What follows belongs to an exercise in optimizing a design on an open flow for small area and a short achievable clock period; a production flow would make more cautious choices.
The RTL was checked by simulation tests, not by an equivalence proof against the original design.
Power is estimated from default activity; no workload was simulated.

run A:
==> flow/design.v <==
package cam_pkg;
  localparam int unsigned CAM_DATA_WIDTH = 32;
  localparam int unsigned CAM_DEPTH_LOG2 = 5;
  localparam int unsigned DEPTH          = 2 ** CAM_DEPTH_LOG2;
  typedef logic [CAM_DEPTH_LOG2-1:0] cam_idx_t;
  typedef logic [CAM_DATA_WIDTH-1:0] cam_data_t;
  typedef logic [DEPTH-1:0]          cam_vec_t;
  typedef logic [CAM_DEPTH_LOG2:0]   cam_cnt_t;
  function automatic int unsigned cam_depth(input int unsigned depth_log2);
    cam_depth = 32'd1 << depth_log2;
  endfunction
endpackage
module cam_prio_enc #(
  parameter int unsigned DEPTH_LOG2 = 5
) (
  input  logic [(2**DEPTH_LOG2)-1:0] match,
  output logic                       hit,
  output logic [DEPTH_LOG2-1:0]      index,
  output logic                       multi
);
  localparam int unsigned ENTRIES = 2 ** DEPTH_LOG2;
  always_comb begin
    hit   = 1'b0;
    index = '0;
    multi = 1'b0;
    for (int unsigned i = 0; i < ENTRIES; i++) begin
      if (match[i]) begin
        if (hit) begin
          multi = 1'b1;
        end else begin
          hit   = 1'b1;
          index = DEPTH_LOG2'(i);
        end
      end
    end
  end
endmodule
module cam_masked_mc
#(
  parameter int unsigned DATA_WIDTH = 32,
  parameter int unsigned DEPTH_LOG2 = 5
) (
  input  logic                  clk,
  input  logic                  reset_n,
  input  logic                  read_i,
  input  logic [DEPTH_LOG2-1:0] read_index_i,
  input  logic                  write_i,
  input  logic [DEPTH_LOG2-1:0] write_index_i,
  input  logic [DATA_WIDTH-1:0] write_data_i,
  input  logic                  invalidate_i,
  input  logic [DEPTH_LOG2-1:0] invalidate_index_i,
  input  logic                  flush_i,
  input  logic                  search_i,
  input  logic [DATA_WIDTH-1:0] search_data_i,
  input  logic [DATA_WIDTH-1:0] search_mask_i,
  output logic                  read_valid_o,
  output logic [DATA_WIDTH-1:0] read_value_o,
  output logic                  read_hit_o,
  output logic                  search_valid_o,
  output logic                  search_hit_o,
  output logic [DEPTH_LOG2-1:0] search_index_o,
  output logic                  search_multi_o,
  output logic [DEPTH_LOG2:0]   occupancy_o
);
  localparam int unsigned ENTRIES = cam_pkg::cam_depth(DEPTH_LOG2);
  logic [DATA_WIDTH-1:0] mem [ENTRIES];
  logic [ENTRIES-1:0]    valid;
  logic [ENTRIES-1:0]    s1_match;
  logic                  s1_valid;
  logic                  enc_hit;
  logic [DEPTH_LOG2-1:0] enc_index;
  logic                  enc_multi;
  always_ff @(posedge clk) begin
    if (write_i) mem[write_index_i] <= write_data_i;
  end
  always_ff @(posedge clk or negedge reset_n) begin
    if (!reset_n) begin
      valid <= '0;
    end else if (flush_i) begin
      valid <= '0;
    end else begin
      if (write_i)      valid[write_index_i]      <= 1'b1;
      if (invalidate_i) valid[invalidate_index_i] <= 1'b0;
    end
  end
  always_ff @(posedge clk or negedge reset_n) begin
    if (!reset_n) begin
      read_valid_o <= 1'b0;
      read_value_o <= '0;
      read_hit_o   <= 1'b0;
    end else begin
      read_valid_o <= read_i;
      if (read_i) begin
        read_value_o <= mem[read_index_i];
        read_hit_o   <= valid[read_index_i];
      end
    end
  end
  localparam int unsigned GROUPS = 4;
  localparam int unsigned GW     = DATA_WIDTH / GROUPS;
  logic [GROUPS-1:0] grp_c [ENTRIES];
  logic [GROUPS-1:0] s1_grp [ENTRIES];
  always_comb begin
    for (int unsigned i = 0; i < ENTRIES; i++) begin
      for (int unsigned g = 0; g < GROUPS; g++)
        grp_c[i][g] = (((mem[i][g*GW +: GW] ^ search_data_i[g*GW +: GW]) &
                        search_mask_i[g*GW +: GW]) == '0);
      grp_c[i][0] = grp_c[i][0] & valid[i];
    end
  end
  always_ff @(posedge clk or negedge reset_n) begin
    if (!reset_n) s1_valid <= 1'b0;
    else          s1_valid <= search_i;
  end
  always_ff @(posedge clk) begin
    for (int unsigned i = 0; i < ENTRIES; i++)
      s1_grp[i] <= grp_c[i];
  end
  always_comb begin
    for (int unsigned i = 0; i < ENTRIES; i++)
      s1_match[i] = &s1_grp[i];
  end
  cam_prio_enc #(
    .DEPTH_LOG2(DEPTH_LOG2)
  ) u_prio_enc (
    .match(s1_match),
    .hit  (enc_hit),
    .index(enc_index),
    .multi(enc_multi)
  );
  always_ff @(posedge clk or negedge reset_n) begin
    if (!reset_n) begin
      search_valid_o <= 1'b0;
      search_hit_o   <= 1'b0;
      search_index_o <= '0;
      search_multi_o <= 1'b0;
    end else begin
      search_valid_o <= s1_valid;
      if (s1_valid) begin
        search_hit_o   <= enc_hit;
        search_index_o <= enc_index;
        search_multi_o <= enc_multi;
      end
    end
  end
  logic wr_adds, inv_removes;
  logic [DEPTH_LOG2:0] occ_inc, occ_dec;
  assign wr_adds     = write_i & ~valid[write_index_i] &
                       ~(invalidate_i & (invalidate_index_i == write_index_i));
  assign inv_removes = invalidate_i & valid[invalidate_index_i];
  always_ff @(posedge clk or negedge reset_n) begin
    if (!reset_n) begin
      occupancy_o <= '0;
      occ_inc     <= (DEPTH_LOG2+1)'(1);
      occ_dec     <= '1;
    end else if (flush_i) begin
      occupancy_o <= '0;
      occ_inc     <= (DEPTH_LOG2+1)'(1);
      occ_dec     <= '1;
    end else if (wr_adds & ~inv_removes) begin
      occupancy_o <= occ_inc;
      occ_inc     <= occ_inc + 1'b1;
      occ_dec     <= occupancy_o;
    end else if (inv_removes & ~wr_adds) begin
      occupancy_o <= occ_dec;
      occ_inc     <= occupancy_o;
      occ_dec     <= occ_dec - 1'b1;
    end
  end
endmodule
clock: 7.5 ns
lec_check: 0
cap_margin: 30
core_margin: 2
core_utilization: 45
setup_slack_margin: 4.7
slew_margin: 30
tns_end_percent: 5
run.sh (not shown) runs the stock make flow with config.mk's settings and CLKGATE_MAP_FILE= SYNTH_SCRIPT=/design/flow/synth_recipe.tcl, a recipe that flattens the netlist after the stock synthesis.
The following lists how run B was set up differently from run A:
Settings: changing CORE_UTILIZATION from 45 to 35.
==> notes.md <==
In summary, run B completed successfully, with a layout that passed the timing, design-rule and antenna checks.
Diff run A -> run B | met2 wire length | increase of about 3.3%
Run B ends up with a number of antenna cells inserted that is 1 higher than in run A.
Via count delta (run B -> run A): insignificant
Run B: site row count 18 above run A
Relative to run A, run B degrades global-route wire length before repair.
Looking at maximum resistive drop on vdd, run B sits about 1.1% below run A.
On switching component of the power, run B does better than run A.
For the switching part of the total power, run B came in 0.35 points higher than run A did.
sky130_fd_sc_hd__a2111oi_1 as the cell type of the slowest stage on the worst timing path was reported by run A, and sky130_fd_sc_hd__mux4_2 by run B.
Setup changes, run B to run C
Settings: a change of SETUP_SLACK_MARGIN from 4.7 to 4.9; a change of TNS_END_PERCENT from 5 to 10.
## What came out
- Every stage of the flow completed for run C, and the final layout passed the timing, design-rule and antenna checks.
- Re period utilization: run C is 0.67 points down on run B.
- Run C vs. run B: total length of routed wires went up by about 2.7%.
- For clock-cell share of area, run B and run C come out practically identical.
- In terms of number of buffers inserted during clock tree synthesis, run C and run B differ only marginally.
- Run C ends up with a total power density per cell area that is 0.92% lower than in run B.
For run D, these inputs were changed with respect to run C:
Settings: CORE_UTILIZATION: 35 -> 40; SETUP_SLACK_MARGIN: 4.9 -> 4.7; TNS_END_PERCENT: 10 -> 5.
[summary]
Run D: slew at the pin closest to its max-slew limit 0.086 ns below run C. Run C closes out successfully: all stages finished, all timing, DRC and antenna checks passed. In summary, run D completed successfully, with a layout that passed the timing, design-rule and antenna checks. The critical setup path kind comes out primary input to register in one run and register to output port in the other, namely in run C and run D respectively. Going from run C to run D, power climbed about 4%, HPWL after detailed placement dropped about 1.7%, total routing resource utilization after global routing climbed 3.8 points.
Input changes introduced in run E (baseline for comparison: run D):
Settings: CTS_BUF_LIST: unset -> sky130_fd_sc_hd__clkbuf_8.
Findings:
Run E ended with every stage complete and zero timing, DRC or antenna violations. Number of enable-type register cells in the synthesized netlist: run E vs run D identical. As of run E, first-pass GRT wire length had fallen slightly compared to run D. Changes observed in run E relative to run D: tightest hold margin lost 0.014 ns; clock share of power lost 3.6 points; post-synthesis to final-layout area growth lost 2.8 points.

## static timing again, ports no longer ideal
No port has a modelled driver above. Below, the same layouts with a new extraction and two added sets of constraints. Step 1 sets driving cells, clkbuf_16 on the clock port and buf_2 on the other inputs (assumed; they add their load-dependent delay and slew). Step 2 times the ports against the registers' clock, not the clock port: input delays grow and output delays shrink by t, the midpoint of the rising clock arrivals with the driver on. Slacks: ideal / step 1 / step 2; pairs: ideal / step 1.
| run | t (ns) | slack for setup (ns) | slew at the worst register clock pin (ns) | pins driven straight from the clock port |
|---|---|---|---|---|
| run A | 0.851 | 4.492 / 4.307 / 3.455 | 0.06 / 0.06 | 1 |
| run B | 0.852 | 4.497 / 4.300 / 3.448 | 0.07 / 0.07 | 1 |
| run C | 0.857 | 4.547 / 4.154 / 3.297 | 0.07 / 0.07 | 1 |
| run D | 0.879 | 4.556 / 4.327 / 3.449 | 0.07 / 0.07 | 1 |
| run E | 1.027 | 4.245 / 4.176 / 3.149 | 0.07 / 0.07 | 1 |
After both steps every run listed still meets setup and hold. The setup slack of run C, which loses most, moves by -0.393 ns with the drivers and by -1.250 ns with both steps.
